Context: an optimization exercise on an open-source flow, tuned for small area, a short achievable clock period and few clock cycles per item. The choices shown serve that exercise and are no tape-out recipe. RTL that was checked went through simulation tests only; none was proved equivalent to the original. For runs 1 and 2, only the layout was checked, not whether the RTL still works. Power figures rest on the tool's default switching activity, not on a simulated workload.

$ cat design/flow/config.mk
export PLATFORM = sky130hd
export DESIGN_NAME = softmax_top
export DESIGN_NICKNAME = softmax_top
export VERILOG_FILES = /design/flow/design.v
export SDC_FILE = /design/flow/constraint.sdc
export NUM_CORES = 4
export LEC_CHECK = 0
export CAP_MARGIN = 20
export CORE_MARGIN = 2
export CORE_UTILIZATION = 40
export SETUP_SLACK_MARGIN = 5.0
export SLEW_MARGIN = 20
$ cat design/flow/run.sh
#!/bin/bash
# synth_recipe.tcl (not shown) runs the flow's synth.tcl, then flattens the netlist and writes it again
# the make line also repeats each setting of config.mk as NAME=value (left out here)
make -C /OpenROAD-flow-scripts/flow DESIGN_CONFIG=/design/flow/config.mk WORK_HOME=/design/flow/orfs CLKGATE_MAP_FILE= SYNTH_SCRIPT=/design/flow/synth_recipe.tcl finish
$ cat design/flow/constraint.sdc
create_clock -name core_clock -period 10.0 [get_ports {clk}]
set_input_delay 2.0000 -clock core_clock [delete_from_list [all_inputs] [get_ports {clk}]]
set_output_delay 2.0000 -clock core_clock [all_outputs]
set_load 0.01 [all_outputs]
$ cat design/flow/design.v
package softmax_pkg;
  typedef logic [15:0] stream_word_t;
  typedef logic signed [15:0] lane_t;
  typedef logic [16*32-1:0] vec_t;
  typedef logic [17:0] sum_t;
  typedef logic [8-1:0] prob_t;
  typedef enum logic [1:0] {
    MODE_BYPASS  = 2'd0,
    MODE_SOFTMAX = 2'd1
  } mode_t;
endpackage
`timescale 1ns/1ps
module softmax_top (
  input  logic        clk,
  input  logic        rst_n,
  input  logic [15:0] fifo_data,
  input  logic        fifo_empty,
  output logic        rd_en,
  output logic [15:0] tx_data,
  output logic        tx_empty,
  input  logic        tx_fifo_en,
  input  logic [1:0]  control
);
  localparam logic [3:0] LPOS = 4'd9;   
  logic run;
  assign run = (control != 2'd0);
  logic [255:0] rx;         
  logic [95:0]  rf0, rf1;   
  logic [3:0]   ph;
  logic [3:0]   wp;         
  logic [3:0]   cnt;        
  logic [3:0]   rp;         
  logic [4:0]   rem;        
  logic         cpar;       
  logic [3:0]   op;         
  logic [3:0]   lcnt;       
  logic         opar;       
  logic [5:0]   diff;       
  logic         empty;
  logic         in_ok, take, cons, cons_ok, load;
  logic [5:0]   cls_pair;
  assign empty = (cnt == 4'd0) & (rem == 5'd0) & (diff == 6'd0);
  assign in_ok = empty |
                 ((ph == wp) & (((5'(cnt) + rem) < 5'd16) | (cons_ok & (rp == wp))));
  assign take  = run & ~fifo_empty & in_ok;
  assign cons  = cons_ok;
  always_ff @(posedge clk) begin
    rx  <= {take ? fifo_data : rx[15:0], rx[255:16]};
    rf0 <= {(cons & ~cpar) ? cls_pair : rf0[5:0], rf0[95:6]};
    rf1 <= {(cons &  cpar) ? cls_pair : rf1[5:0], rf1[95:6]};
  end
  logic signed [7:0] mrun, mcur;
  logic signed [7:0] in_lo, in_hi;
  logic hi_gt_lo, r_gt_lo, r_gt_hi;
  logic signed [7:0] in_mx, in_mx3;
  assign in_lo    = fifo_data[7:0];
  assign in_hi    = fifo_data[15:8];
  assign hi_gt_lo = (in_hi > in_lo);
  assign r_gt_lo  = (mrun > in_lo);
  assign r_gt_hi  = (mrun > in_hi);
  assign in_mx    = hi_gt_lo ? in_hi : in_lo;
  assign in_mx3   = hi_gt_lo ? (r_gt_hi ? mrun : in_hi) : (r_gt_lo ? mrun : in_lo);
  always_ff @(posedge clk) begin
    if (take) begin
      mrun <= (cnt == 4'd0) ? in_mx : in_mx3;
      if (cnt == 4'd15) mcur <= in_mx3;
    end
  end
  logic [7:0] d_h0, d_h1, d_t0, d_t1;
  assign d_h0 = mcur - rx[7:0];
  assign d_h1 = mcur - rx[15:8];
  assign d_t0 = mcur - rx[16*8 +: 8];
  assign d_t1 = mcur - rx[16*8+8 +: 8];
  function automatic logic [2:0] cls_of(input logic [7:0] d);
    cls_of = (d < 8'd6) ? d[2:0] : 3'd6;
  endfunction
  function automatic logic [3:0] sat_of(input logic [7:0] d);
    sat_of = (d[7:4] != 4'd0) ? 4'd15 : d[3:0];
  endfunction
  function automatic logic [12:0] exp_of(input logic [3:0] d);
    exp_of = (d == 4'd0) ? 13'd4096 :
             (d == 4'd1) ? 13'd1507 :
             (d == 4'd2) ? 13'd554  :
             (d == 4'd3) ? 13'd204  :
             (d == 4'd4) ? 13'd75   :
             (d == 4'd5) ? 13'd28   :
             (d == 4'd6) ? 13'd10   :
             (d == 4'd7) ? 13'd4    :
             (d == 4'd8) ? 13'd1    :
             (d == 4'd9) ? 13'd1    : 13'd0;   
  endfunction
  assign cls_pair = {cls_of(d_h1), cls_of(d_h0)};
  logic [15:0] dq;
  logic        s1_valid, s1_first, s1_last;
  logic [17:0] acc, acc_next, sdiv;
  logic        spend;     
  logic        dbusy;
  logic [3:0]  k;
  always_ff @(posedge clk) begin
    dq <= {sat_of(d_t1), sat_of(d_t0), sat_of(d_h1), sat_of(d_h0)};
  end
  assign acc_next = (s1_first ? 18'd0 : acc)
                  + 18'(exp_of(dq[3:0]))  + 18'(exp_of(dq[7:4]))
                  + 18'(exp_of(dq[11:8])) + 18'(exp_of(dq[15:12]));
  logic start;
  assign start = ~dbusy & (spend | (s1_valid & s1_last));
  always_ff @(posedge clk) begin
    if (s1_valid) acc <= acc_next;
    if (start)    sdiv <= spend ? acc : acc_next;
  end
  assign cons_ok = (rem != 5'd0) & (ph == rp) & (diff != 6'd32) &
                   ((rem != 5'd16) | ~spend);
  always_ff @(posedge clk or negedge rst_n) begin
    if (!rst_n) begin
      wp       <= '0;
      cnt      <= '0;
      rp       <= '0;
      rem      <= '0;
      cpar     <= 1'b0;
      s1_valid <= 1'b0;
      s1_first <= 1'b0;
      s1_last  <= 1'b0;
      spend    <= 1'b0;
    end else begin
      if (take) begin
        wp  <= ph + 4'd1;
        cnt <= cnt + 4'd1;
      end
      if (take && cnt == 4'd15) begin
        rem <= 5'd16;
        rp  <= ph + 4'd1;
      end else if (cons) begin
        rem <= rem - 5'd1;
        rp  <= rp + 4'd1;
      end
      if (cons && rem == 5'd1) cpar <= ~cpar;
      s1_valid <= cons & (rem >= 5'd9);
      s1_first <= (rem == 5'd16);
      s1_last  <= (rem == 5'd9);
      if (start)                      spend <= 1'b0;
      else if (s1_valid && s1_last)   spend <= 1'b1;
    end
  end
  logic [16:0] ra, rb;
  logic [14:0] qa, qb;
  logic [14:0] qa_n, qb_n;
  logic [16:0] ta, tb;
  logic [17:0] t2a, t2b;
  logic [18:0] sba, sbb;    
  logic        gea, geb;
  logic        ptab_free, xfer;
  always_comb begin
    case (k)
      4'd0:    ta = 17'd2048;    
      4'd9:    ta = 17'd2216;    
      default: ta = ra;
    endcase
    case (k)
      4'd0:    tb = 17'd3014;    
      4'd7:    tb = 17'd3264;    
      4'd11:   tb = 17'd2400;    
      4'd14:   tb = 17'd3584;    
      default: tb = rb;
    endcase
    t2a = {ta, 1'b0};
    t2b = {tb, 1'b0};
    sba = {1'b0, t2a} - {1'b0, sdiv};
    sbb = {1'b0, t2b} - {1'b0, sdiv};
    gea = ~sba[18];
    geb = ~sbb[18];
  end
  assign qa_n = {qa[13:0], gea};
  assign qb_n = {qb[13:0], geb};
  always_ff @(posedge clk) begin
    ra <= gea ? sba[16:0] : t2a[16:0];
    rb <= geb ? sbb[16:0] : t2b[16:0];
    qa <= qa_n;
    qb <= qb_n;
  end
  assign xfer = dbusy & (k == 4'd14) & ptab_free;
  always_ff @(posedge clk or negedge rst_n) begin
    if (!rst_n) begin
      dbusy <= 1'b0;
      k     <= '0;
    end else begin
      if (start) begin
        dbusy <= 1'b1;
        k     <= '0;
      end else if (dbusy) begin
        if (k == 4'd14) begin
          k <= '0;                      
          if (ptab_free) dbusy <= 1'b0;
        end else begin
          k <= k + 4'd1;
        end
      end
    end
  end
  logic [7:0] p0;
  logic [6:0] p1;
  logic [5:0] p2;
  logic [3:0] p3;
  logic [2:0] p4;
  logic       p5;
  logic       pvalid;
  logic       pop;
  logic [3:0] ocnt;
  logic       av;
  logic [5:0] ad;
  assign pop       = run & tx_fifo_en & av & pvalid;
  assign ptab_free = ~pvalid | (pop & (ocnt == 4'd15));
  always_ff @(posedge clk) begin
    if (xfer) begin
      p0 <= qa_n[14] ? 8'd255 : qa_n[13:6];
      p2 <= qa_n[5:0];
      p1 <= qb_n[14:8];
      p3 <= qb_n[7:4];
      p4 <= qb_n[3:1];
      p5 <= qb_n[0];
    end
  end
  logic [5:0] lpos_pair;
  assign lpos_pair = opar ? rf1[6*LPOS +: 6] : rf0[6*LPOS +: 6];
  assign load = (~av | pop) & (diff != 6'd0) & ((ph + LPOS) == op);
  always_ff @(posedge clk) begin
    if (load) ad <= lpos_pair;
  end
  always_ff @(posedge clk or negedge rst_n) begin
    if (!rst_n) begin
      pvalid <= 1'b0;
      ocnt   <= '0;
      av     <= 1'b0;
      op     <= '0;
      lcnt   <= '0;
      opar   <= 1'b0;
      diff   <= '0;
    end else begin
      if (pop) ocnt <= ocnt + 4'd1;
      if (xfer) pvalid <= 1'b1;
      else if (pop && ocnt == 4'd15) pvalid <= 1'b0;
      av <= load | (av & ~pop);
      if (take && empty) op <= ph;
      else if (load)     op <= op + 4'd1;
      if (load) begin
        lcnt <= lcnt + 4'd1;
        if (lcnt == 4'd15) opar <= ~opar;
      end
      diff <= diff + 6'(cons) - 6'(load);
    end
  end
  always_ff @(posedge clk or negedge rst_n) begin
    if (!rst_n) ph <= '0;
    else        ph <= ph + 4'd1;
  end
  function automatic logic [7:0] prob_of(input logic [2:0] c,
                                         input logic [7:0] q0, input logic [6:0] q1,
                                         input logic [5:0] q2, input logic [3:0] q3,
                                         input logic [2:0] q4, input logic q5);
    logic [7:0] r;
    case (c)
      3'd0:    r = q0;
      3'd1:    r = {1'b0, q1};
      3'd2:    r = {2'b0, q2};
      3'd3:    r = {4'b0, q3};
      3'd4:    r = {5'b0, q4};
      3'd5:    r = {7'b0, q5};
      default: r = 8'd0;
    endcase
    prob_of = r;
  endfunction
  logic [15:0] core_data;
  assign core_data = {prob_of(ad[5:3], p0, p1, p2, p3, p4, p5),
                      prob_of(ad[2:0], p0, p1, p2, p3, p4, p5)};
  assign rd_en    = run ? in_ok : tx_fifo_en;
  assign tx_data  = run ? core_data : fifo_data;
  assign tx_empty = run ? ~(av & pvalid) : fifo_empty;
endmodule
==> qor.yml, run 1 <==
tritoncts: "done"
ys.flop_type: "dfxtp_1"
post-route-drc-count: 0
setup_viol_count_final: 0
p_leak_nw: 11.6
synth.net_count: 2259
route.vias.total: 14600
drt-total-wl_um: 47500
worst_setup_hold_path_clk_slew_ns: 0.07
fp.coreArea_um2: 60100
ys_warn_count: 1
dp.final_hpwl_um: 33500
setup_slack_ns: 5.00
timing.max_cap.violations: 0
clockRootBuffer: "clkbuf_16"
report.final.slew_viol_count: 0
synth_top_cell_area_share_pct: 43.4
yosys_register_bits: 665
fp_rows: 90
grt.overflow.total: 0
number_of_library_cell_types_mapped_by_synthesis: 76
antenna_cells: 0
cts_buffers: 60
final_layout_size_suffix_gt1_share_pct: 13.4
initial_utilization_pct: 40.4
reg2reg_setup_slack_ns: 5.17
clock_latency_of_the_later_clocked_register_in_the_worst_skew_pair_ns: 0.62
post-route-period-util_pct: 50.0
source_of_the_worst_register_to_register_timing_path: "dq[0]"
grt_setup_unrepaired: "yes"
synth.largest_area_cell: "dfxtp_1"
critical_path_class: "in -> out"
ioPinCount: 40
crit_path_max_fanout: 4
finalWorstPathRequiredPeriod_ns: 5.00
syn-cell-area_um2: 24300
antenna_violating_nets_post_route: 0
port-buffer-count: 39
timing.critical_path.slowest_stage_cell: "clkdlybuf4s50_1"
timing.critical_path.arrival_ns: 3.00
drt-initial-drc-count: 735
hold_path_startpoint: "rx[91]"
timing.setup.tns_ns: 0
status: "no timing/DRC/antenna violations"
slew_headroom_pct: 37.5
cp-startpoint: "fifo_data[11]"
cp_cell_sequence: "clkdlybuf4s50_1, inv_2, o21ai_2, buf_4"
grt_max_degree: 53
critical-path-max-stage-delay_ns: 0.53
synth.top_cells.by_count: "dfxtp_1 (526), inv_1 (145), ha_1 (130), nor2_1 (121), nand2_1 (102)"
syn_area_per_cell_um2: 11.7
gpl.final_weighted_congestion: 0.841
cts.path.max_buffers: 3
crit_required_ns: 8.00
die_width_um: 250
grt_first_pass_wirelength_um: 76400
worst-slew-pin-transition_ns: 0.937
postSynth.asyncResetShare_pct: 7.82
detailedPlace.worstSlack_ns: 4.05
achievable-frequency_mhz: 200
floorplan.die.height_um: 250
vias_in_the_first_global_route: 14400
holdCritPathClass: "reg -> reg"
finalNetCount: 2329
synth.area.top_cells: "dfxtp_1 (43%), edfxtp_1 (11%), ha_1 (6.7%), dfrtp_1 (5.4%), fa_1 (3.3%)"
crit_path_start_kind: "primary input"
layout_stage_area_growth_over_the_synthesis_result_pct: 15.1
number_of_enable_flip_flop_cells_after_synthesis: 87
synth.yosys.seq_area_share_pct: 59.5
end_kind: "primary output"
detailedRoute.firstPassIterationCount: 5
finalHoldViolCount: 0
yosys.cell_count.top_type: "dfxtp_1"
clock-sinks: 665
postSynthCellCount: 2067
irDropWorstVdd_mv: 0.179
die-area_um2: 62700
grt_antenna_before_repair: 0
grtUsageTotal_pct: 15.2
cts-htree-levels: 2
vias_per_cell: 4.92
post_drt_wl_per_cell_um: 16.0
power_density_nw_per_um2: 211
maximum_clock_skew_at_final_layout_ns: 0.0176
area by class of cell:
cell class | instances | area, µm²
clock buffers | 92 | 1880
repair buffers | 73 | 648
fillers | 5516 | 32200
clock inverters | 22 | 220
multi-input cells | 1191 | 9180
inverters | 146 | 553
flip-flops and latches | 665 | 14500
well taps | 782 | 978
timing repair:
action / 4_1_cts / 5_1_grt
buffers inserted: 8 / 14
gates cloned: 1 / 0
hold buffers: 0 / 0
endpoints found under the setup margin: 28 / 28
gates resized for setup: 114 / 38
endpoints found under the hold margin: 0 / 0
pin swaps: 6 / 10
routing by layer:
| layer | routed length, µm | track usage (%) | vias up |
|---|---|---|---|
| li1 | - | - | 7253 |
| met1 | 23000 | 20.7 | 7084 |
| met2 | 22100 | 25.1 | 226 |
| met3 | 1420 | 2.29 | 65 |
| met4 | 946 | 4.26 | 0 |
| met5 | 0 | 0 | - |
registers in the layout (all words and copies together), names as in the netlist, 14 cells and up:
signal / flops
ra: 17
sdiv: 18
rf0: 96
rf1: 96
rb: 17
dq: 16
rx: 256
qa: 14
acc: 18
qb: 14
cells by family (layout without fill, tap and decap cells):
family	after synthesis	after routing	share of synthesized area (%)
buffers and inverters	211	333	3.35
adders and majority gates	170	170	10.0
muxes	83	83	3.97
and+or+nand+nor	474	474	10.1
xor gates and xnor gates	96	96	3.46
AOI/OAI and AO/OA	368	368	9.61
DFF	665	665	59.5
placed cells by master, fill, tap and decap left out, types with 24 or more instances in the layout:
cell	netlist	layout
nor2b_1	43	43
a21oi_1	97	94
buf_4	0	30
dfrtp_1	52	52
nand2b_1	39	39
inv_1	145	135
nand2_1	102	101
xnor2_1	58	58
xor2_1	38	38
clkbuf_16	0	65
ha_1	130	130
mux2_2	52	52
edfxtp_1	87	87
nor3_1	29	29
o22ai_1	24	24
o21ai_0	100	93
dfxtp_1	526	514
nor2_1	121	115
fa_1	40	38
metrics by stage:
stage,total power [mW],hold WS (ns),instance area [µm²],util (%),std cells
floorplan,3.42,0.310,24300,-,2067
global placement,3.56,0.310,25500,42.4,2833
detailed placement,3.58,0.312,25500,42.4,2833
CTS,5.95,0.311,27700,46.1,2956
global route,6.14,0.322,27900,46.5,2971
finish,5.88,0.311,27900,46.5,2971
power breakdown:
part | internal (mW) | switching, mW | total [mW]
clock | 1.36 | 1.00 | 2.36
combinational | 0.254 | 0.278 | 0.532
sequential | 2.88 | 0.112 | 2.99
total | 4.49 | 1.39 | 5.88
critical path, delay by kind of cell:
kind	cells	cell delay, ns
AOI/OAI and AO/OA	1	0.20
buffers and inverters	3	0.80
worst paths after layout:
check,endpoint,cells past startpoint
min,rx[75],0
min in group asynchronous,diff[0],2
max reg2reg,sdiv[13],16
min reg2reg,rx[75],0
max in group asynchronous,cnt[2],2
max,tx_data[11],4
==> inputs of run 2 (changes only) <==
--- a/design/flow/config.mk
+++ b/design/flow/config.mk
@@ -9,4 +9,6 @@
 export CORE_MARGIN = 2
 export CORE_UTILIZATION = 40
-export SETUP_SLACK_MARGIN = 5.0
+export CTS_BUF_LIST = sky130_fd_sc_hd__clkbuf_16
+export CTS_CLUSTER_DIAMETER = 100
+export CTS_CLUSTER_SIZE = 30
 export SLEW_MARGIN = 20
==> run 2 against run 1 <==
Highest routed layer unchanged. Global-route usage shrank 0.61 points. Critical endpoint unchanged. Critical path type unchanged. Sequential cell count is the same. Combinational power shrank 1%.
==> qor.yml, run 2 <==
postSynthCellCount: 2067  # unchanged
ys_warn_count: 1  # unchanged
min_delay_path_depth: 0  # unchanged
slew_headroom_pct: 27.3  # -10 points
max_reg_flops: 256  # unchanged
timing.max_cap.violations: 0  # unchanged
grtUsageTotal_pct: 14.6  # -0.61 points
clock_latency_of_the_later_clocked_register_in_the_worst_skew_pair_ns: 0.61  # about the same
vias_in_the_first_global_route: 13900  # -3.1%
gpl.final_weighted_congestion: 0.841  # unchanged
crit_path_start_kind: "primary input"
layout_stage_area_growth_over_the_synthesis_result_pct: 8.22
holdBufCountCts: 0  # unchanged
cts_buffers: 26  # -57%
nFillCells: 5645  # +2.3%
finalHoldViolCount: 0  # unchanged
antenna_violating_nets_post_route: 0  # unchanged
setup_viol_count_final: 0  # unchanged
finalWorstPathRequiredPeriod_ns: 5.96  # +0.963 ns
grt_antenna_before_repair: 0  # unchanged
detailed_place.area_um2: 25500  # unchanged
finish.instance_area_um2: 26300  # -6.0%
cts-htree-levels: 1  # -1
critical-path-max-stage-delay_ns: 0.68  # +0.15 ns
worst-slew-pin-transition_ns: 1.08  # +0.143 ns
synth.yosys.seq_area_share_pct: 59.5  # unchanged
fp_rows: 90  # unchanged
report.final.slew_viol_count: 0  # unchanged
mostFrequentLayoutCell: "dfxtp_1"
timing.critical_path.slowest_stage_cell: "clkdlybuf4s50_1"
timing.setup.tns_ns: 0  # unchanged
vias_per_cell: 4.94  # +0.30%
synth_top_cell_area_share_pct: 43.4  # unchanged
worst_setup_hold_path_clk_slew_ns: 0.12  # +0.05 ns
yosys_register_bits: 665  # unchanged
cp_cell_sequence: "clkdlybuf4s50_1, or2_2, o21ai_0, clkdlybuf4s50_1"
clockRootBuffer: "clkbuf_16"
grt_max_degree: 53  # unchanged
antenna_cells: 0  # unchanged
fp.coreArea_um2: 60100  # unchanged
post_cts_buffers: 0  # -8
p_leak_nw: 10.8  # -6.8%
grt_setup_unrepaired: "no"
holdCritPathClass: "reg -> reg"
clock-sinks: 665  # unchanged
cts-resized-gates: 0  # -100%
maximum_clock_skew_at_final_layout_ns: 0.0191  # +0.00143 ns
yosys.cell_count.top_type: "dfxtp_1"
drt-initial-drc-count: 733  # -0.27%
detailedRoute.firstPassIterationCount: 5  # unchanged
post-route-period-util_pct: 59.6  # +9.6 points
irDropWorstVdd_mv: 0.139  # -22%
syn_area_per_cell_um2: 11.7  # unchanged
finalNetCount: 2272  # -2.4%
cts.path.max_buffers: 3  # unchanged
route.vias.total: 14200  # -2.9%
post-route-drc-count: 0  # unchanged
floorplan.die.height_um: 250  # unchanged
die_width_um: 250  # unchanged
final_layout_size_suffix_gt1_share_pct: 6.49  # -6.9 points
grt_first_pass_wirelength_um: 74100  # -3.1%
power_density_nw_per_um2: 182  # -13%
ys.flop_type: "dfxtp_1"
critical_path_class: "in -> out"
biggestRegsByFlops: "rx: 256 flops, rf0: 96 flops, rf1: 96 flops"
dp.final_hpwl_um: 33500  # unchanged
number_of_enable_flip_flop_cells_after_synthesis: 87  # unchanged
crit_required_ns: 8.00  # about the same
ioPinCount: 40  # unchanged
path_common_cell: "clkdlybuf4s50_1"
ff2ff_path_depth: 15  # -1
postSynth.asyncResetShare_pct: 7.82  # unchanged
timing.critical_path.arrival_ns: 3.96  # +0.96 ns
syn-cell-area_um2: 24300  # unchanged
tritoncts: "done"
synth.net_count: 2259  # unchanged
end_kind: "primary output"
port-buffer-count: 39  # unchanged
number_of_library_cell_types_mapped_by_synthesis: 76  # unchanged
achievable-frequency_mhz: 168  # -16%
status: "no timing/DRC/antenna violations"
synth.area.top_cells: "dfxtp_1 (43%), edfxtp_1 (11%), ha_1 (6.7%), dfrtp_1 (5.4%), fa_1 (3.3%)"
drt-total-wl_um: 45800  # -3.6%
initial_utilization_pct: 40.4  # unchanged
grt.overflow.total: 0  # unchanged
synth.top_cells.by_count: "dfxtp_1 (526), inv_1 (145), ha_1 (130), nor2_1 (121), nand2_1 (102)"
post_drt_wl_per_cell_um: 15.9  # -0.44%
mostFrequentLayoutCells: "dfxtp_1 (526), inv_1 (157), ha_1 (130)"
synth.largest_area_cell: "dfxtp_1"
die-area_um2: 62700  # unchanged
final.hold.worst_slack_ns: 0.322  # +0.0115 ns
registers.top_by_ff_count: "rx"
crit_path_max_fanout: 16  # +12
run 2: cell type report:
class / count / area (µm²) / share of cell area (%)
Inverter: 146 / 548 / 2.09
Sequential cell: 665 / 14400 / 55.0
Tap cell: 782 / 978 / 3.73
Multi-Input combinational cell: 1191 / 9050 / 34.5
Timing Repair Buffer: 50 / 488 / 1.86
Clock buffer: 26 / 651 / 2.48
Clock inverter: 17 / 106 / 0.405
run 2: critical path, delay by kind of cell:
family,cells,cell delay (ns)
compound gates,1,0.41
buf+inv,2,1.09
simple gates,1,0.46
run 2: through the flow:
stage                     utilization, %  cells  power [mW]  setup slack (ns)
final                               43.7   2877        4.79              4.04
after global routing                43.7   2877        5.02              3.98
after CTS                           43.6   2876        4.84              4.03
after detailed placement            42.4   2833        3.58              4.05
after global placement              42.4   2833        3.56              4.01
after floorplan                        -   2067        3.42              5.06
run 2: worst paths after layout:
path	startpoint	slack, ns	endpoint
max	control[1]	4.04	tx_data[11]
min reg2reg	rx[56]	0.32	rx[40]
max reg2reg	dq[0]	4.59	sdiv[17]
max in group asynchronous	rst_n	8.03	spend
min	rx[56]	0.32	rx[40]
min in group asynchronous	rst_n	1.50	diff[0]
run 2: logic make-up after synthesis:
group / Yosys count / share of synthesized area [%]
buf+inv: 211 / 3.35
xor+xnor: 96 / 3.46
fa+ha+maj: 170 / 10.0
compound gates: 368 / 9.61
flops: 665 / 59.5
simple gates: 474 / 10.1
mux: 83 / 3.97
run 2: routing by layer:
metal / part of all wire (%) / track usage, % / vias up
met5: 0 / 0 / -
met4: 1.5 / 3.03 / 0
met3: 3.3 / 1.47 / 48
met2: 46 / 24.4 / 196
met1: 49 / 20.6 / 6878
li1: - / - / 7085
run 2: power by group:
group | switching (mW) | internal (mW)
registers | 0.111 | 2.88
clock network | 0.785 | 0.488
logic | 0.271 | 0.254
==> inputs of run 3 (changes only) <==
--- a/design/flow/design.v
+++ b/design/flow/design.v
@@ -22,5 +22,5 @@
   input  logic [1:0]  control
 );
-  localparam logic [3:0] LPOS = 4'd9;   
+  localparam logic [3:0] LPOS = 4'd1;   
   logic run;
   assign run = (control != 2'd0);
@@ -67,9 +67,7 @@
     end
   end
-  logic [7:0] d_h0, d_h1, d_t0, d_t1;
+  logic [7:0] d_h0, d_h1;
   assign d_h0 = mcur - rx[7:0];
   assign d_h1 = mcur - rx[15:8];
-  assign d_t0 = mcur - rx[16*8 +: 8];
-  assign d_t1 = mcur - rx[16*8+8 +: 8];
   function automatic logic [2:0] cls_of(input logic [7:0] d);
     cls_of = (d < 8'd6) ? d[2:0] : 3'd6;
@@ -91,5 +89,5 @@
   endfunction
   assign cls_pair = {cls_of(d_h1), cls_of(d_h0)};
-  logic [15:0] dq;
+  logic [7:0]  dq;
   logic        s1_valid, s1_first, s1_last;
   logic [17:0] acc, acc_next, sdiv;
@@ -98,9 +96,8 @@
   logic [3:0]  k;
   always_ff @(posedge clk) begin
-    dq <= {sat_of(d_t1), sat_of(d_t0), sat_of(d_h1), sat_of(d_h0)};
+    dq <= {sat_of(d_h1), sat_of(d_h0)};
   end
   assign acc_next = (s1_first ? 18'd0 : acc)
-                  + 18'(exp_of(dq[3:0]))  + 18'(exp_of(dq[7:4]))
-                  + 18'(exp_of(dq[11:8])) + 18'(exp_of(dq[15:12]));
+                  + 18'(exp_of(dq[3:0])) + 18'(exp_of(dq[7:4]));
   logic start;
   assign start = ~dbusy & (spend | (s1_valid & s1_last));
@@ -110,5 +107,5 @@
   end
   assign cons_ok = (rem != 5'd0) & (ph == rp) & (diff != 6'd32) &
-                   ((rem != 5'd16) | ~spend);
+                   ((rem != 5'd16) | ~(spend | (s1_valid & s1_last & dbusy)));
   always_ff @(posedge clk or negedge rst_n) begin
     if (!rst_n) begin
@@ -135,7 +132,7 @@
       end
       if (cons && rem == 5'd1) cpar <= ~cpar;
-      s1_valid <= cons & (rem >= 5'd9);
+      s1_valid <= cons;
       s1_first <= (rem == 5'd16);
-      s1_last  <= (rem == 5'd9);
+      s1_last  <= (rem == 5'd1);
       if (start)                      spend <= 1'b0;
       else if (s1_valid && s1_last)   spend <= 1'b1;
==> design/flow/flow/run.sh (new file) <==
#!/bin/bash
set -uo pipefail
sed -e 's/SETUP_SLACK_MARGIN=[0-9.]*/SETUP_SLACK_MARGIN=5.5/' standard.sh > standard_margin.sh
bash standard_margin.sh > make_flow.log 2>&1
status=$?
echo "standard flow exit $status"
exit $status
==> design/flow/standard.sh (new file) <==
#!/bin/bash
# synth_recipe.tcl (not shown) runs the flow's synth.tcl, then flattens the netlist and writes it again
# the make line also repeats each setting of config.mk as NAME=value (left out here)
make -C /OpenROAD-flow-scripts/flow DESIGN_CONFIG=/design/flow/config.mk WORK_HOME=/design/flow/orfs CLKGATE_MAP_FILE= SYNTH_SCRIPT=/design/flow/synth_recipe.tcl "${@:-finish}"
--- a/design/flow/config.mk
+++ b/design/flow/config.mk
@@ -11,4 +11,5 @@
 export CTS_BUF_LIST = sky130_fd_sc_hd__clkbuf_16
 export CTS_CLUSTER_DIAMETER = 100
-export CTS_CLUSTER_SIZE = 30
+export CTS_CLUSTER_SIZE = 24
+export SETUP_SLACK_MARGIN = 5.0
 export SLEW_MARGIN = 20
removed: design/flow/run.sh
==> run 3 against run 2 <==
Worst setup slack better by 0.99 ns. Sequential share of layout area grew 2.8 points. Routed wire length fell by 13%. Die area decreased by 8.2%. Critical path type unchanged. Largest power group unchanged.
==> qor.yml, run 3 <==
status: "no timing/DRC/antenna violations"
mostFrequentLayoutCells: "dfxtp_1 (518), inv_1 (114), nor2_1 (114), nand2_1 (114), ha_1 (105)"
dp.final_hpwl_um: 28100  # -16%
antenna_violating_nets_post_route: 0  # unchanged
synth_top_cell_area_share_pct: 46.6  # +3.2 points
layout_stage_area_growth_over_the_synthesis_result_pct: 11.0
cts_buffers: 31  # +19%
nFillCells: 5010  # -11%
finalWorstPathRequiredPeriod_ns: 4.97  # -0.986 ns
gpl.final_weighted_congestion: 0.814  # -3.2%
port-buffer-count: 39  # unchanged
drt-total-wl_um: 39800  # -13%
yosys_register_bits: 657  # -1.2%
ioPinCount: 40  # unchanged
die_width_um: 240  # -4.2%
cts-htree-levels: 1  # unchanged
clock-sinks: 657  # -1.2%
synth.yosys.seq_area_share_pct: 64.2  # +4.7 points
timing.critical_path.arrival_ns: 2.97  # -0.99 ns
cp_cell_sequence: "buf_12, or2_4, buf_12, buf_6, nand3b_1, o32ai_2, buf_2"
drt-initial-drc-count: 817  # +11%
biggestRegsByFlops: "rx: 256 flops, rf0: 96 flops, rf1: 96 flops"
yosys.cell_count.top_type: "dfxtp_1"
syn-cell-area_um2: 22300  # -8.3%
tritoncts: "done"
end_kind: "primary output"
crit_required_ns: 8.00  # about the same
worst-slew-pin-transition_ns: 0.870  # -0.210 ns
p_int_mw: 3.87  # +7.0%
clockPowerShare_pct: 25.4  # -1.2 points
cts.path.max_buffers: 3  # unchanged
grt_setup_unrepaired: "yes"
floorplan.die.height_um: 240  # -4.2%
die-area_um2: 57500  # -8.2%
power_density_nw_per_um2: 215  # +18%
irDropWorstVdd_mv: 0.174  # +25%
ys_warn_count: 1  # unchanged
grt.overflow.total: 0  # unchanged
max_reg_flops: 256  # unchanged
number_of_enable_flip_flop_cells_after_synthesis: 87  # unchanged
power.share.sequential_pct: 57.7  # -4.7 points
slew_headroom_pct: 42.0  # +15 points
route.vias.total: 12700  # -11%
p_switching_mw: 1.43  # +23%
p_leak_nw: 10.3  # -4.3%
finalNetCount: 2045  # -10%
timing.critical_path.slowest_stage_cell: "or2_4"
initial_utilization_pct: 40.4  # about the same
synth.top_cells.by_count: "dfxtp_1 (518), nor2_1 (124), nand2_1 (114), inv_1 (109), ha_1 (105)"
path_common_cell: "buf_12"
fp.coreArea_um2: 55100  # -8.4%
ys.flop_type: "dfxtp_1"
postSynth.asyncResetShare_pct: 7.91  # +0.095 points
setup_viol_count_final: 0  # unchanged
fp_rows: 86  # -4.4%
crit_path_max_fanout: 3  # -13
critical-path-max-stage-delay_ns: 0.27  # -0.41 ns
share_comb_of_total_power_pct: 16.8  # +5.8 points
clock_latency_of_the_later_clocked_register_in_the_worst_skew_pair_ns: 0.62  # about the same
final_layout_size_suffix_gt1_share_pct: 10.6  # +4.1 points
vias_in_the_first_global_route: 12400  # -11%
syn_area_per_cell_um2: 12.1  # +2.9%
post-route-period-util_pct: 49.7  # -9.9 points
final-instance-count-excl-fill: 2662  # -7.5%
achievable-frequency_mhz: 201  # +20%
grt_first_pass_wirelength_um: 64000  # -14%
detailedRoute.firstPassIterationCount: 5  # unchanged
maximum_clock_skew_at_final_layout_ns: 0.0238  # +0.00478 ns
post_drt_wl_per_cell_um: 14.9  # -6.1%
synth.largest_area_cell: "dfxtp_1"
mostFrequentLayoutCell: "dfxtp_1"
number_of_library_cell_types_mapped_by_synthesis: 75  # -1.3%
timing.setup.tns_ns: 0  # unchanged
grtUsageTotal_pct: 13.9  # -0.69 points
grt_antenna_before_repair: 4  # +4
placed_cells: 2588  # -8.6%
report.final.slew_viol_count: 0  # unchanged
postSynthCellCount: 1843  # -11%
crit_path_start_kind: "primary input"
synth.net_count: 1988  # -12%
holdCritPathClass: "reg -> reg"
worst_setup_hold_path_clk_slew_ns: 0.10  # -0.02 ns
netSwitchingFraction_pct: 27.0  # +2.6 points
vias_per_cell: 4.77  # -3.5%
timing.max_cap.violations: 0  # unchanged
grt_max_degree: 53  # unchanged
post-route-drc-count: 0  # unchanged
synth.area.top_cells: "dfxtp_1 (47%), edfxtp_1 (12%), ha_1 (5.9%), dfrtp_1 (5.8%), mux2_2 (2.2%)"
finalHoldViolCount: 0  # unchanged
clockRootBuffer: "clkbuf_16"
critical_path_class: "in -> out"
registers.top_by_ff_count: "rx"
run 3: final timing paths:
kind                            start     endpoint  slack [ns]  depth (start not counted)
min in group asynchronous       rst_n      ocnt[0]        1.50                          2
hold reg to reg               rx[208]      rx[192]        0.32                          0
setup / recovery           control[0]  tx_data[15]        5.03                          7
hold / removal                rx[208]      rx[192]        0.32                          0
setup reg to reg                dq[2]     sdiv[17]        5.90                         16
max in group asynchronous       rst_n         k[0]        8.03                          2
run 3: layout make-up:
class	instances	area (µm²)	area share, %
antenna	2	5.00	0.0203
clock buffer	31	776	3.14
clock inverter	14	80.1	0.324
inverter	110	413	1.67
multi-input combinational	1030	7580	30.7
sequential	657	14300	57.8
tap	748	936	3.79
timing repair buffer	70	633	2.56
run 3: repair_timing:
item,in CTS,in global routing
endpoints found under the setup margin,20,55
hold buffers,0,0
pin swaps,4,5
endpoints found under the hold margin,0,0
resized for setup,120,23
buffers inserted,19,7
cloned,1,0
run 3: cells by family (layout without fill, tap and decap cells):
group | count (synthesis) | in the layout | synth area share [%]
flops | 657 | 657 | 64.2
buf+inv | 157 | 225 | 2.74
simple gates | 429 | 430 | 9.34
compound gates | 320 | 320 | 9.25
xor+xnor | 88 | 88 | 3.46
mux | 69 | 69 | 3.52
other cells | 0 | 2 | 0
fa+ha+maj | 123 | 123 | 7.52
run 3: through the flow:
stage               power, mW  setup slack (ns)  util (%)  hold WS (ns)  instance area, µm²
finish                   5.30              5.03      44.8         0.319               24700
global route             5.59              5.00      44.8         0.327               24700
CTS                      5.34              5.03      44.6         0.324               24600
detailed placement       3.99              4.03      42.8         0.312               23600
global placement         3.96              4.10      42.8         0.310               23600
floorplan                3.73              5.27         -         0.310               22400
run 3: layer usage:
metal  vias up  share of wire, %  GRT usage, %  wire length [µm]
li1       6372                 -             -                 -
met3        62               4.3          2.06              1700
met5         -                 0             0                 0
met4         0               2.3          4.10               920
met1      6053                49          19.5             19500
met2       204                44          22.3             17600
run 3: power groups by stage:
stage | clock network (mW) | logic [mW] | registers (mW)
after detailed placement | 0 | 0.871 | 3.12
after global placement | 0 | 0.841 | 3.12
after global routing | 1.49 | 1.01 | 3.09
after floorplan | 0 | 0.682 | 3.04
final | 1.35 | 0.893 | 3.06
after CTS | 1.40 | 0.876 | 3.06
run 3: critical path, delay by kind of cell:
| kind | cells | cell delay [ns] |
|---|---|---|
| buf+inv | 4 | 0.52 |
| compound gates | 1 | 0.09 |
| simple gates | 2 | 0.36 |
Testbench counts of run 3, summed over its fixed seeds: cycles 3,456, items 192.
==> inputs of run 4 (changes only) <==
==> design/flow/flow/run.sh (replaced) <==
#!/bin/bash
set -uo pipefail
sed -e 's/SETUP_SLACK_MARGIN=[0-9.]*/SETUP_SLACK_MARGIN=6.0/' standard.sh > standard_margin.sh
bash standard_margin.sh > make_flow.log 2>&1
status=$?
echo "standard flow exit $status"
exit $status
==> run 4 against run 3 <==
Largest power group unchanged. Utilization rose by 0.22 points. First-iteration DRC count down 17%. Sequential cell count is the same. Worst setup slack improved by 0.053 ns. Non-clock buffer count down 7. Clock power about the same. Largest cell class unchanged. Critical path type unchanged.
==> qor.yml, run 4 <==
synth_top_cell_area_share_pct: 46.6  # unchanged
drt-initial-drc-count: 676  # -17%
holdBufCountCts: 0  # unchanged
initial_utilization_pct: 40.4  # unchanged
irDropWorstVdd_mv: 0.112  # -36%
synth.top_cells.by_count: "dfxtp_1 (518), nor2_1 (124), nand2_1 (114), inv_1 (109), ha_1 (105)"
min_delay_path_depth: 0  # unchanged
cp-startpoint: "control[1]"
synth.yosys.seq_area_share_pct: 64.2  # unchanged
cp_cell_sequence: "buf_12, or2_4, buf_6, buf_8, o21ai_2, buf_2"
syn-cell-area_um2: 22300  # unchanged
number_of_library_cell_types_mapped_by_synthesis: 75  # unchanged
total_stage_count_of_the_critical_path: 6  # -1
grt.overflow.total: 0  # unchanged
floorplan.die.height_um: 240  # unchanged
detailedRoute.firstPassIterationCount: 5  # unchanged
timing.critical_path.slowest_stage_cell: "or2_4"
report.final.slew_viol_count: 0  # unchanged
power_density_nw_per_um2: 214  # -0.21%
achievable-frequency_mhz: 203  # +1.1%
ys.flop_type: "dfxtp_1"
timing.setup.tns_ns: 0  # unchanged
p_leak_nw: 10.3  # +0.14%
number_of_enable_flip_flop_cells_after_synthesis: 87  # unchanged
post-route-drc-count: 0  # unchanged
cts-htree-levels: 1  # unchanged
hold_path_startpoint: "rf1[60]"
finalNetCount: 2039  # -0.29%
mostFrequentLayoutCell: "dfxtp_1"
final_layout_size_suffix_gt1_share_pct: 12.2  # +1.5 points
nFillCells: 4983  # -0.54%
crit_path_start_kind: "primary input"
worst-slew-pin-transition_ns: 0.782  # -0.0887 ns
worst_setup_hold_path_clk_slew_ns: 0.09  # about the same
syn_area_per_cell_um2: 12.1  # unchanged
grt_max_degree: 53  # unchanged
slew_headroom_pct: 47.9  # +5.9 points
max_reg_flops: 256  # unchanged
dp.final_hpwl_um: 27900  # -0.74%
crit_buf_inv: 4  # unchanged
p_int_mw: 3.88  # about the same
tritoncts: "done"
drt-total-wl_um: 39600  # -0.47%
postSynth.asyncResetShare_pct: 7.91  # unchanged
power.share.sequential_pct: 57.6  # about the same
mostFrequentLayoutCells: "dfxtp_1 (512), inv_1 (115), nor2_1 (115)"
critical_path_class: "in -> out"
clock_latency_of_the_later_clocked_register_in_the_worst_skew_pair_ns: 0.63  # about the same
p_switching_mw: 1.44  # +0.83%
cts.path.max_buffers: 3  # unchanged
source_of_the_worst_register_to_register_timing_path: "dq[0]"
setup_viol_count_final: 0  # unchanged
synth.net_count: 1988  # unchanged
clock-sinks: 657  # unchanged
route.vias.total: 12600  # -1.1%
antenna_violating_nets_post_route: 0  # unchanged
finalHoldViolCount: 0  # unchanged
gpl.final_weighted_congestion: 0.815  # +0.16%
crit_path_max_fanout: 6  # +3
biggestRegsByFlops: "rx: 256 flops, rf0: 96 flops, rf1: 96 flops"
crit_required_ns: 8.00  # about the same
netSwitchingFraction_pct: 27.1  # +0.15 points
postSynthCellCount: 1843  # unchanged
ys_warn_count: 1  # unchanged
clockPowerShare_pct: 25.4  # about the same
cts_buffers: 31  # unchanged
grt_first_pass_wirelength_um: 63400  # -1.1%
die-area_um2: 57500  # unchanged
ff_latch_area_um2: 14300  # +0.14%
final.hold.worst_slack_ns: 0.317  # -0.00194 ns
finalWorstPathRequiredPeriod_ns: 4.92  # -0.0528 ns
clockRootBuffer: "clkbuf_16"
registers.top_by_ff_count: "rx"
timing.max_cap.violations: 0  # unchanged
maximum_clock_skew_at_final_layout_ns: 0.0285  # +0.00467 ns
ff2ff_path_depth: 13  # -3
post_drt_wl_per_cell_um: 14.9  # -0.25%
synth.area.top_cells: "dfxtp_1 (47%), edfxtp_1 (12%), ha_1 (5.9%), dfrtp_1 (5.8%), mux2_2 (2.2%)"
post-route-period-util_pct: 49.2  # -0.53 points
port-buffer-count: 39  # unchanged
end_kind: "primary output"
yosys_register_bits: 657  # unchanged
vias_in_the_first_global_route: 12400  # +0.016%
status: "no timing/DRC/antenna violations"
fp_rows: 86  # unchanged
ioPinCount: 40  # unchanged
layout_stage_area_growth_over_the_synthesis_result_pct: 11.6
grt_antenna_before_repair: 0  # -4
share_comb_of_total_power_pct: 17.0  # +0.2 points
timing.critical_path.arrival_ns: 2.92  # -0.05 ns
multi_input_comb_area_um2: 7730  # +2.0%
holdCritPathClass: "reg -> reg"
die_width_um: 240  # unchanged
grt_setup_unrepaired: "yes"
crit_family: "buffers and inverters"
critical-path-max-stage-delay_ns: 0.29  # +0.02 ns
fp.coreArea_um2: 55100  # unchanged
yosys.cell_count.top_type: "dfxtp_1"
grtUsageTotal_pct: 13.7  # -0.18 points
vias_per_cell: 4.73  # -0.87%
synth.largest_area_cell: "dfxtp_1"
==> run 4: path summary, 6_finish.rpt <==
check / to / slack (ns)
hold / removal: rf1[54] / 0.32
max in group asynchronous: s1_valid / 8.01
min in group asynchronous: diff[5] / 1.49
setup / recovery: tx_data[11] / 5.08
setup reg to reg: sdiv[12] / 6.19
hold reg to reg: rf1[54] / 0.32
==> run 4: timing repair <==
action	in CTS	in global routing
pin swaps	6	10
gates cloned	1	1
gates resized for setup	131	53
endpoints found under the setup margin	108	77
buffers inserted	16	4
==> run 4: metrics by stage <==
stage	power [mW]	worst slack [ns]	cells	utilization (%)	cell area, µm²
after floorplan	3.73	5.26	1843	-	22500
after global placement	3.97	4.10	2587	42.8	23600
after detailed placement	4.00	4.04	2587	42.8	23600
after CTS	5.36	5.06	2650	44.7	24600
after global routing	5.61	5.05	2655	45.1	24800
final	5.32	5.08	2656	45.1	24800
==> run 4: logic make-up after synthesis <==
| kind of cell | count (synthesis) | synth area share, % |
|---|---|---|
| compound gates | 320 | 9.25 |
| mux | 69 | 3.52 |
| xor+xnor | 88 | 3.46 |
| buf+inv | 157 | 2.74 |
| fa+ha+maj | 123 | 7.52 |
| simple gates | 429 | 9.34 |
| flops | 657 | 64.2 |
==> run 4: power groups by stage <==
stage | registers (mW) | clock network, mW | logic, mW
finish | 3.06 | 1.35 | 0.905
detailed placement | 3.12 | 0 | 0.878
global route | 3.09 | 1.49 | 1.03
floorplan | 3.04 | 0 | 0.689
global placement | 3.11 | 0 | 0.852
CTS | 3.06 | 1.40 | 0.890
==> run 4: worst reg2reg max path, cell delays in order (launching register included) <==
cell     delay, ns
dfxtp_4       0.40
nor2b_2       0.18
o21ai_0       0.14
fa_1          0.62
inv_1         0.06
ha_1          0.29
a21o_1        0.19
a21oi_2       0.17
nor2b_1       0.09
o41a_1        0.34
a41o_1        0.31
o41ai_2       0.36
xnor2_1       0.15
mux2_2        0.27
==> run 4: area by class of cell <==
type                            count  share of cell area (%)
Clock inverter                     15                   0.348
Timing Repair Buffer               63                    2.34
Multi-Input combinational cell   1031                    31.1
Inverter                          110                    1.66
Clock buffer                       31                    3.12
Antenna cell                        1                  0.0101
Tap cell                          748                    3.77
Sequential cell                   657                    57.6
==> run 4: metal layers <==
metal	vias up	share of wire, %	GRT usage (%)
li1	6371	-	-
met1	5941	49	19.2
met2	196	45	22.7
met3	44	4.1	1.77
met4	0	1.4	3.14
met5	-	0	0
==> inputs of run 5 (changes only) <==
==> design/flow/run.sh (new file) <==
#!/bin/bash
# synth_recipe.tcl (not shown) runs the flow's synth.tcl, then flattens the netlist and writes it again
# the make line also repeats each setting of config.mk as NAME=value (left out here)
make -C /OpenROAD-flow-scripts/flow DESIGN_CONFIG=/design/flow/config.mk WORK_HOME=/design/flow/orfs CLKGATE_MAP_FILE= SYNTH_SCRIPT=/design/flow/synth_recipe.tcl finish
--- a/design/flow/config.mk
+++ b/design/flow/config.mk
@@ -6,4 +6,5 @@
 export NUM_CORES = 4
 export LEC_CHECK = 0
+export ABC_AREA = 1
 export CAP_MARGIN = 20
 export CORE_MARGIN = 2
removed: design/flow/flow/run.sh
removed: design/flow/standard.sh
==> run 5 against run 4 <==
Design area grew 1.5%. Combinational power increased by 110%. Still clean. Sequential cell count stayed put. Largest power group unchanged. Fmax shrank 1.8%. Hold slack worse by 0.0094 ns. Count of clock-buffer cells in the layout grew 4. Register-to-register slack got worse by 0.30 ns. Clock skew up 0.011 ns.
==> qor.yml, run 5 <==
status: "no timing/DRC/antenna violations"
final.hold.worst_slack_ns: 0.308  # -0.00937 ns
cts_buffers: 34  # +9.7%
layout.core_utilization_pct: 44.7  # -0.39 points
power.share.sequential_pct: 48.6  # -9.0 points
mostFrequentLayoutCells: "dfxtp_1 (518), nand2_1 (440), inv_1 (257)"
syn-cell-area_um2: 22800  # +2.6%
die-area_um2: 59000  # +2.5%
synth.largest_area_cell: "dfxtp_1"
ff2ff_path_depth: 17  # +4
synth.yosys.seq_area_share_pct: 62.6  # -1.6 points
drt-total-wl_um: 45300  # +14%
maximum_clock_skew_at_final_layout_ns: 0.0397  # +0.0112 ns
irDropWorstVdd_mv: 0.130  # +17%
initial_utilization_pct: 40.5  # +0.083 points
ys_warn_count: 1  # unchanged
ioPinCount: 40  # unchanged
crit_required_ns: 8.00  # about the same
number_of_library_cell_types_mapped_by_synthesis: 64  # -15%
synth.net_count: 2352  # +18%
grt_first_pass_wirelength_um: 72800  # +15%
vias_per_cell: 4.71  # -0.39%
timing.setup.tns_ns: 0  # unchanged
crit_path_start_kind: "primary input"
netSwitchingFraction_pct: 33.4  # +6.3 points
setup_viol_count_final: 0  # unchanged
syn_area_per_cell_um2: 10.3  # -14%
achievable-frequency_mhz: 199  # -1.8%
worst_setup_hold_path_clk_slew_ns: 0.09  # about the same
synth.top_cells.by_count: "dfxtp_1 (518), nand2_1 (440), inv_1 (258), nand3_1 (130), nor2_1 (115)"
vias_in_the_first_global_route: 13900  # +12%
critical_path_class: "in -> out"
drt-initial-drc-count: 844  # +25%
detailed_place.area_um2: 24100  # +2.0%
biggestRegsByFlops: "rx: 256 flops, rf0: 96 flops, rf1: 96 flops"
cp-startpoint: "control[1]"
fp.coreArea_um2: 56400  # +2.3%
source_of_the_worst_register_to_register_timing_path: "dq[5]"
synth.area.top_cells: "dfxtp_1 (45%), edfxtp_1 (11%), nand2_1 (7.2%), ha_1 (5.8%), dfrtp_1 (5.7%)"
post_drt_wl_per_cell_um: 14.9  # -0.35%
share_comb_of_total_power_pct: 29.0  # +12 points
yosys_register_bits: 657  # unchanged
placed_cells: 2983  # +15%
finalWorstPathRequiredPeriod_ns: 5.01  # +0.0924 ns
slew_headroom_pct: 39.6  # -8.3 points
grt_setup_unrepaired: "yes"
grtUsageTotal_pct: 15.4  # +1.7 points
timing.critical_path.arrival_ns: 3.01  # +0.09 ns
power_density_nw_per_um2: 264  # +23%
p_leak_nw: 11.2  # +8.9%
grt_antenna_before_repair: 3  # +3
detailedRoute.firstPassIterationCount: 5  # unchanged
p_switching_mw: 2.22  # +54%
clock-sinks: 657  # unchanged
clockPowerShare_pct: 22.4  # -3.0 points
timing.max_cap.violations: 0  # unchanged
port-buffer-count: 39  # unchanged
finalHoldViolCount: 0  # unchanged
synth_top_cell_area_share_pct: 45.4  # -1.2 points
registers.top_by_ff_count: "rx"
post-route-period-util_pct: 50.1  # +0.92 points
holdCritPathClass: "reg -> reg"
finalNetCount: 2420  # +19%
crit_path_max_fanout: 8  # +2
end_kind: "primary output"
postSynthCellCount: 2207  # +20%
final-instance-count-excl-fill: 3046  # +15%
grt.overflow.total: 0  # unchanged
route.vias.total: 14300  # +14%
dp.final_hpwl_um: 33000  # +18%
cts-htree-levels: 2  # +1
tritoncts: "done"
report.final.slew_viol_count: 0  # unchanged
yosys.cell_count.top_type: "dfxtp_1"
floorplan.die.height_um: 243  # +1.2%
antenna_cells: 0  # -1
post-route-drc-count: 0  # unchanged
final_layout_size_suffix_gt1_share_pct: 7.77  # -4.4 points
clock_latency_of_the_later_clocked_register_in_the_worst_skew_pair_ns: 0.58  # -0.05 ns
mostFrequentLayoutCell: "dfxtp_1"
regToRegEndpoint: "acc[13]"
cts.path.max_buffers: 3  # unchanged
finish.instance_area_um2: 25200  # +1.5%
p_int_mw: 4.43  # +14%
worst-slew-pin-transition_ns: 0.907  # +0.125 ns
die_width_um: 243  # +1.2%
reg2reg_setup_slack_ns: 5.89  # -0.30 ns
grt_max_degree: 53  # unchanged
ys.flop_type: "dfxtp_1"
postSynth.asyncResetShare_pct: 7.91  # unchanged
fp_rows: 87  # +1.2%
max_reg_flops: 256  # unchanged
holdBufCountCts: 0  # unchanged
clockRootBuffer: "clkbuf_16"
antenna_violating_nets_post_route: 0  # unchanged
critical_path_endpoint: "tx_data[15]"
layout_stage_area_growth_over_the_synthesis_result_pct: 10.4
gpl.final_weighted_congestion: 0.864  # +6.0%
number_of_enable_flip_flop_cells_after_synthesis: 87  # unchanged
==> run 5: metal layers <==
layer  global-route usage, %  up-vias  wire length, µm
met5                       0        -                0
met4                    4.29        0              966
met3                    2.09       61             1680
met2                    24.7      253            20400
met1                    21.7     6757            22200
li1                        -     7268                -
==> run 5: worst max-delay path: stages <==
cell        delay, ns
buf_6            0.10
nor2_4           0.15
buf_6            0.13
clkinvlp_4       0.15
buf_12           0.19
o22ai_2          0.14
buf_2            0.15
==> run 5: layout make-up <==
type,instances,area (µm²)
repair inverters,1,7.51
fillers,5367,31200
flip-flops and latches,657,14300
repair buffers,57,482
well taps,756,946
clock buffers,35,876
multi-input cells,1255,7440
clock inverters,16,134
inverters,269,1020
==> run 5: worst min path at each step <==
stage / start / endpoint / slack (ns) / cells past startpoint
2_1_floorplan: rf0[16] / rf0[10] / 0.31 / 0
5_1_grt: rx[57] / rx[41] / 0.33 / 0
4_1_cts: rx[97] / rx[81] / 0.32 / 0
3_3_place_gp: rf0[27] / rf0[21] / 0.31 / 0
3_5_place_dp: rf0[34] / rf0[28] / 0.31 / 0
6_report: rx[97] / rx[81] / 0.31 / 0
==> run 5: metrics by stage <==
step	setup WS, ns	power, mW
final	4.99	6.65
after global routing	4.96	7.13
after CTS	4.97	6.71
after detailed placement	3.83	5.20
after global placement	3.92	5.15
after floorplan	5.12	4.71
==> run 5: timing repair <==
item	in CTS	in global routing
gates resized for setup	123	17
setup buffers	10	0
endpoints found under the setup margin	18	17
pin swaps	4	3
gates cloned	2	0
==> run 5: kinds of logic (layout without fill, tap and decap cells) <==
logic type | after synthesis | count (layout) | share of synthesized area (%)
xor gates and xnor gates | 66 | 66 | 2.63
muxes | 1 | 1 | 0.0493
DFF | 657 | 657 | 62.6
AOI/OAI and AO/OA | 271 | 271 | 7.04
adders and majority gates | 123 | 123 | 7.33
buffers and inverters | 295 | 378 | 5.12
and+or+nand+nor | 794 | 794 | 15.3
==> run 5: power groups by stage <==
stage | Clock [mW] | Sequential [mW] | Combinational (mW)
detailed placement | 0 | 3.29 | 1.92
finish | 1.49 | 3.23 | 1.93
floorplan | 0 | 3.22 | 1.48
global placement | 0 | 3.28 | 1.87
CTS | 1.55 | 3.23 | 1.93
global route | 1.64 | 3.27 | 2.21
==> inputs of run 6 (changes only) <==
--- a/design/flow/config.mk
+++ b/design/flow/config.mk
@@ -6,5 +6,4 @@
 export NUM_CORES = 4
 export LEC_CHECK = 0
-export ABC_AREA = 1
 export CAP_MARGIN = 20
 export CORE_MARGIN = 2
==> run 6 against run 5 <==
Utilization shrank 0.33 points. Clock skew shrank 0.018 ns. Routed wire length shrank 13%. Combinational power shrank 56%. Via count shrank 12%. Clock power shrank 8%. Power shrank 21%. Hold slack gained 0.014 ns. First-iteration DRC count shrank 26%.
==> qor.yml, run 6 <==
status: "no timing/DRC/antenna violations"
nFillCells: 5048  # -5.9%
irDropWorstVdd_mv: 0.142  # +9.2%
achievable-frequency_mhz: 200  # +0.14%
yosys.cell_count.top_type: "dfxtp_1"
synthAdderAreaFrac_pct: 7.52  # +0.19 points
synth.area.top_cells: "dfxtp_1 (47%), edfxtp_1 (12%), ha_1 (5.9%), dfrtp_1 (5.8%), mux2_2 (2.2%)"
cts-htree-levels: 1  # -1
biggestRegsByFlops: "rx: 256 flops, rf0: 96 flops, rf1: 96 flops"
worst-slew-pin-transition_ns: 0.887  # -0.0193 ns
critical-path-max-stage-delay_ns: 0.30  # +0.11 ns
crit_path_max_fanout: 6  # -2
final_layout_size_suffix_gt1_share_pct: 8.27  # +0.49 points
ioPinCount: 40  # unchanged
worst_setup_hold_path_clk_slew_ns: 0.10  # about the same
gpl.final_weighted_congestion: 0.857  # -0.87%
grt_max_degree: 53  # unchanged
timing.setup.tns_ns: 0  # unchanged
yosys_register_bits: 657  # unchanged
synth.mux.area_fraction_pct: 3.52  # +3.5 points
synth.top_cells.by_count: "dfxtp_1 (518), nor2_1 (124), nand2_1 (114), inv_1 (109), ha_1 (105)"
post_synth_xor_area_fraction_pct: 3.46  # +0.83 points
crit_buf_inv: 3  # -2
detailedPlace.worstSlack_ns: 4.13  # +0.303 ns
synth_top_cell_area_share_pct: 46.6  # +1.2 points
post_drt_wl_per_cell_um: 14.8  # -0.30%
critical_path_class: "in -> out"
die-area_um2: 57500  # -2.5%
p_leak_nw: 10.2  # -9.4%
main_combinational_cell_family_by_area_after_synthesis: "simple AND/OR/NAND/NOR gates"
ff2ff_path_depth: 12  # -5
clock-sinks: 657  # unchanged
grt_setup_unrepaired: "yes"
registers.top_by_ff_count: "rx"
mostFrequentLayoutCell: "dfxtp_1"
grt.overflow.total: 0  # unchanged
mostFrequentLayoutCells: "dfxtp_1 (518), nor2_1 (121), inv_1 (117)"
regToRegEndpoint: "ra[4]"
syn-cell-area_um2: 22300  # -2.5%
total_stage_count_of_the_critical_path: 6  # -1
synth.yosys.seq_area_share_pct: 64.2  # +1.6 points
dp.final_hpwl_um: 27700  # -16%
syn_area_per_cell_um2: 12.1  # +17%
total_power_mw: 5.28  # -21%
holdBufCountCts: 0  # unchanged
floorplan.die.height_um: 240  # -1.2%
grtUsageTotal_pct: 13.7  # -1.6 points
synth_compound_area_share_pct: 9.25  # +2.2 points
holdCritPathClass: "reg -> reg"
grt_antenna_before_repair: 2  # -1
crit_family: "buffers and inverters"
port-buffer-count: 39  # unchanged
initial_utilization_pct: 40.4  # -0.083 points
synth_simple_gate_area_share_pct: 9.34  # -5.9 points
route.vias.total: 12600  # -12%
reg2reg_setup_slack_ns: 5.61  # -0.28 ns
critical_path_endpoint: "tx_data[15]"
clock_latency_of_the_later_clocked_register_in_the_worst_skew_pair_ns: 0.62  # +0.04 ns
setup_viol_count_final: 0  # unchanged
synth.net_count: 1988  # -15%
tritoncts: "done"
grt_first_pass_wirelength_um: 63800  # -12%
setup_slack_ns: 4.99  # +0.00725 ns
post-route-period-util_pct: 50.1  # -0.072 points
number_of_enable_flip_flop_cells_after_synthesis: 87  # unchanged
drt-initial-drc-count: 627  # -26%
layout_stage_area_growth_over_the_synthesis_result_pct: 9.78
post-route-drc-count: 0  # unchanged
timing.max_cap.violations: 0  # unchanged
report.final.slew_viol_count: 0  # unchanged
fp.coreArea_um2: 55100  # -2.3%
antenna_violating_nets_post_route: 0  # unchanged
postSynthCellCount: 1843  # -16%
slew_headroom_pct: 40.0  # +0.45 points
layout.core_utilization_pct: 44.3  # -0.33 points
end_kind: "primary output"
die_width_um: 240  # -1.2%
source_of_the_worst_register_to_register_timing_path: "k[0]"
power_density_nw_per_um2: 216  # -18%
drt-total-wl_um: 39300  # -13%
vias_in_the_first_global_route: 12300  # -11%
vias_per_cell: 4.77  # +1.3%
ys_warn_count: 1  # unchanged
cp-startpoint: "control[0]"
detailedRoute.firstPassIterationCount: 5  # unchanged
number_of_library_cell_types_mapped_by_synthesis: 75  # +17%
maximum_clock_skew_at_final_layout_ns: 0.0213  # -0.0183 ns
cts.path.max_buffers: 3  # unchanged
ys.flop_type: "dfxtp_1"
finalHoldViolCount: 0  # unchanged
max_reg_flops: 256  # unchanged
fp_rows: 86  # -1.1%
finalWorstPathRequiredPeriod_ns: 5.01  # -0.00725 ns
finalNetCount: 2029  # -16%
postSynth.asyncResetShare_pct: 7.91  # unchanged
timing.critical_path.slowest_stage_cell: "dlygate4sd1_1"
cts_buffers: 31  # -8.8%
cp_cell_sequence: "buf_6, or2_4, buf_4, nand3b_1, o32ai_1, dlygate4sd1_1"
crit_path_start_kind: "primary input"
synth.largest_area_cell: "dfxtp_1"
clockRootBuffer: "clkbuf_16"
crit_required_ns: 8.00  # about the same
timing.critical_path.arrival_ns: 3.01  # about the same
run 6: cell count changes after synthesis, moves of 19 or more:
cell / previous run / this run
nand2_1: 440 / 114
o21a_1: 7 / 26
inv_1: 258 / 109
clkbuf_1: 10 / 36
xnor2_1: 25 / 55
o21ai_2: 22 / 2
mux2_2: 1 / 44
nor2b_1: 0 / 38
nand2b_1: 3 / 34
nand3_1: 130 / 15
run 6: cell families after synthesis:
group                    Yosys count
AO/OA/AOI/OAI                    320
XOR/XNOR                          88
adder cells (fa/ha/maj)          123
buffers and inverters            157
flip-flops                       657
multiplexers                      69
AND/OR/NAND/NOR                  429
run 6: final cells by class:
cell class | count | area, µm² | share of cell area [%]
Inverter | 110 | 413 | 1.69
Antenna cell | 3 | 7.51 | 0.0307
Timing Repair Buffer | 54 | 459 | 1.88
Sequential cell | 657 | 14300 | 58.5
Tap cell | 748 | 936 | 3.83
Clock inverter | 17 | 114 | 0.466
Clock buffer | 31 | 776 | 3.17
Multi-Input combinational cell | 1030 | 7440 | 30.5
run 6: through the flow:
| step | std cells | hold WS, ns | cell area (µm²) |
|---|---|---|---|
| detailed placement | 2589 | 0.312 | 23500 |
| finish | 2650 | 0.322 | 24400 |
| CTS | 2644 | 0.321 | 24400 |
| floorplan | 1843 | 0.310 | 22300 |
| global placement | 2589 | 0.309 | 23500 |
| global route | 2648 | 0.329 | 24400 |
run 6: worst reg2reg max path, stage by stage, from the launching register on:
cell      delay [ns]
dfrtp_1         0.83
xor2_1          0.25
nand2b_1        0.52
nand2_1         0.17
fa_1            0.43
nor2b_1         0.15
o31a_1          0.18
o211ai_1        0.14
a211oi_1        0.40
nor3_1          0.19
o31ai_4         0.27
buf_4           0.36
mux2_2          0.39
run 6: how the worst min path moves through the flow:
stage | startpoint | end | depth (start not counted)
2_1_floorplan | rf0[16] | rf0[10] | 0
5_1_grt | rx[70] | rx[54] | 0
3_3_place_gp | rx[109] | rx[93] | 0
3_5_place_dp | rf0[17] | rf0[11] | 0
6_report | rx[63] | rx[47] | 0
4_1_cts | rx[26] | rx[10] | 0
run 6: timing repair:
action	CTS	global route
gates resized for setup	68	27
setup buffers	5	3
setup endpoints to repair	18	15
pin swaps	3	1
gates cloned	2	0
run 6: per-layer routing:
metal  part of all wire (%)  up-vias  global-route usage (%)
li1                       -     6333                       -
met1                     50     6065                    19.6
met2                     44      183                    22.1
met3                    3.4       51                    1.89
met4                    1.8        0                    3.39
met5                      0        -                       0
run 6: power breakdown:
part | switching [mW] | internal (mW)
Clock | 0.777 | 0.593
Combinational | 0.471 | 0.382
Sequential | 0.160 | 2.90
Total | 1.41 | 3.87
==> inputs of run 7 (changes only) <==
--- a/design/flow/config.mk
+++ b/design/flow/config.mk
@@ -8,8 +8,8 @@
 export CAP_MARGIN = 20
 export CORE_MARGIN = 2
-export CORE_UTILIZATION = 40
+export CORE_UTILIZATION = 65
 export CTS_BUF_LIST = sky130_fd_sc_hd__clkbuf_16
 export CTS_CLUSTER_DIAMETER = 100
-export CTS_CLUSTER_SIZE = 24
+export CTS_CLUSTER_SIZE = 28
 export SETUP_SLACK_MARGIN = 5.0
 export SLEW_MARGIN = 20
==> run 7 against run 6 <==
Die area is 38% lower. Critical path type unchanged. Fmax up 0.71%. First-iteration DRC count grew 33%. Global-route usage up 10 points. Largest power group unchanged. Synthesized cell count unchanged.
==> qor.yml, run 7 <==
status: "no timing/DRC/antenna violations"
ys.flop_type: "dfxtp_1"
initial_utilization_pct: 66.2  # +26 points
registers.top_by_ff_count: "rx"
setup_viol_count_final: 0  # unchanged
antenna_violating_nets_post_route: 0  # unchanged
cts.path.max_buffers: 3  # unchanged
irDropWorstVdd_mv: 0.200  # +40%
postSynth.asyncResetShare_pct: 7.91  # unchanged
synth.area.top_cells: "dfxtp_1 (47%), edfxtp_1 (12%), ha_1 (5.9%), dfrtp_1 (5.8%), mux2_2 (2.2%)"
clock-sinks: 657  # unchanged
nFillCells: 2280  # -55%
detailedRoute.firstPassIterationCount: 6  # +1
syn_area_per_cell_um2: 12.1  # unchanged
ys_warn_count: 1  # unchanged
mostFrequentLayoutCells: "dfxtp_1 (518), nor2_1 (122), inv_1 (115)"
synth.yosys.seq_area_share_pct: 64.2  # unchanged
synth.net_count: 1988  # unchanged
end_kind: "primary output"
synth_top_cell_area_share_pct: 46.6  # unchanged
crit_path_max_fanout: 4  # -2
holdBufCountCts: 0  # unchanged
postSynthCellCount: 1843  # unchanged
reg2reg_setup_slack_ns: 5.65  # +0.04 ns
timing.max_cap.violations: 0  # unchanged
vias_in_the_first_global_route: 12700  # +2.8%
cp-startpoint: "control[0]"
tritoncts: "done"
antenna_cells: 0  # -3
power_density_nw_per_um2: 217  # +0.62%
ff2ff_path_depth: 12  # unchanged
grt_setup_unrepaired: "yes"
port-buffer-count: 39  # unchanged
layout_stage_area_growth_over_the_synthesis_result_pct: 7.42
post-route-drc-count: 0  # unchanged
maximum_clock_skew_at_final_layout_ns: 0.0297  # +0.00834 ns
drt-initial-drc-count: 837  # +33%
timing.setup.tns_ns: 0  # unchanged
slew_headroom_pct: 41.8  # +1.8 points
post_drt_wl_per_cell_um: 17.9  # +21%
crit_path_start_kind: "primary input"
fp_rows: 67  # -22%
finalNetCount: 2028  # -0.049%
syn-cell-area_um2: 22300  # unchanged
report.final.slew_viol_count: 0  # unchanged
grt_first_pass_wirelength_um: 67700  # +6.0%
drt-total-wl_um: 41900  # +6.8%
grt_antenna_before_repair: 1  # -1
yosys_register_bits: 657  # unchanged
critical_path_class: "in -> out"
p_leak_nw: 10.1  # -0.67%
timing.critical_path.arrival_ns: 2.97  # -0.04 ns
regToRegEndpoint: "rb[4]"
mostFrequentLayoutCell: "dfxtp_1"
clock_latency_of_the_later_clocked_register_in_the_worst_skew_pair_ns: 0.60  # -0.02 ns
ioPinCount: 40  # unchanged
cts-htree-levels: 1  # unchanged
final_layout_size_suffix_gt1_share_pct: 8.29  # +0.022 points
vias_per_cell: 5.46  # +15%
fp.coreArea_um2: 33600  # -39%
min_delay_path_depth: 0  # unchanged
synth.largest_area_cell: "dfxtp_1"
finalHoldViolCount: 0  # unchanged
detailed_place.area_um2: 23100  # -1.6%
die_width_um: 189  # -21%
post-route-period-util_pct: 49.7  # -0.35 points
crit_required_ns: 8.00  # about the same
floorplan.die.height_um: 189  # -21%
layout.core_utilization_pct: 71.1  # +27 points
source_of_the_worst_register_to_register_timing_path: "k[0]"
yosys.cell_count.top_type: "dfxtp_1"
## run 7: worst min path at each step
| stage | start | to |
|---|---|---|
| 6_report | rx[192] | rx[176] |
| 3_5_place_dp | rf0[94] | rf0[88] |
| 2_1_floorplan | rf0[16] | rf0[10] |
| 4_1_cts | rx[192] | rx[176] |
| 5_1_grt | rf0[29] | rf0[23] |
| 3_3_place_gp | rf1[49] | rf1[43] |
## run 7: area by class of cell
cell class | count | area [µm²] | area share, %
Tap cell | 448 | 561 | 2.34
Multi-Input combinational cell | 1029 | 7430 | 31.1
Clock inverter | 13 | 77.6 | 0.324
Clock buffer | 27 | 676 | 2.83
Timing Repair Buffer | 58 | 470 | 1.97
Sequential cell | 657 | 14300 | 59.8
Inverter | 110 | 413 | 1.73
## run 7: layer usage
| metal | vias to the layer above | part of all wire [%] | global-route usage [%] |
|---|---|---|---|
| met5 | - | 0 | 0 |
| met4 | 0 | 1.6 | 4.66 |
| met3 | 46 | 3.9 | 2.58 |
| met2 | 216 | 47 | 39.7 |
| met1 | 6183 | 48 | 34.6 |
| li1 | 6345 | - | - |
## run 7: logic make-up after synthesis
family / after synthesis / synth area share, %
DFF: 657 / 64.2
and+or+nand+nor: 429 / 9.34
AOI/OAI and AO/OA: 320 / 9.25
buffers and inverters: 157 / 2.74
adders and majority gates: 123 / 7.52
xor gates and xnor gates: 88 / 3.46
muxes: 69 / 3.52
## run 7: critical path, stage by stage
cell	delay, ns
buf_4	0.12
nor2_4	0.16
buf_6	0.15
buf_4	0.12
nor2_1	0.04
a21oi_1	0.14
clkdlybuf4s15_2	0.24
## run 7: timing repair
item,CTS,global route
setup endpoints to repair,18,15
cloned,1,0
setup buffers,8,4
pin swaps,2,3
gates resized for setup,83,22
## run 7: report_power, final
part | switching [mW] | total (mW) | internal [mW]
clock network | 0.767 | 1.27 | 0.501
registers | 0.170 | 3.07 | 2.90
logic | 0.476 | 0.862 | 0.386
total | 1.41 | 5.20 | 3.79
## run 7: through the flow
stage,instances,setup WS (ns),hold WS (ns)
6_report,2342,5.03,0.316
5_1_grt,2342,5.00,0.329
4_1_cts,2338,5.00,0.321
3_5_place_dp,2289,4.18,0.312
3_3_place_gp,2289,4.19,0.310
2_1_floorplan,1843,5.06,0.310

Setup slack of run 7, layout unchanged: 5.028 ns with ideal ports, 5.006 ns with driving cells assumed (clock clkbuf_16, inputs buf_2), 4.801 ns with port delays also shifted by the 0.641 ns mid clock arrival.
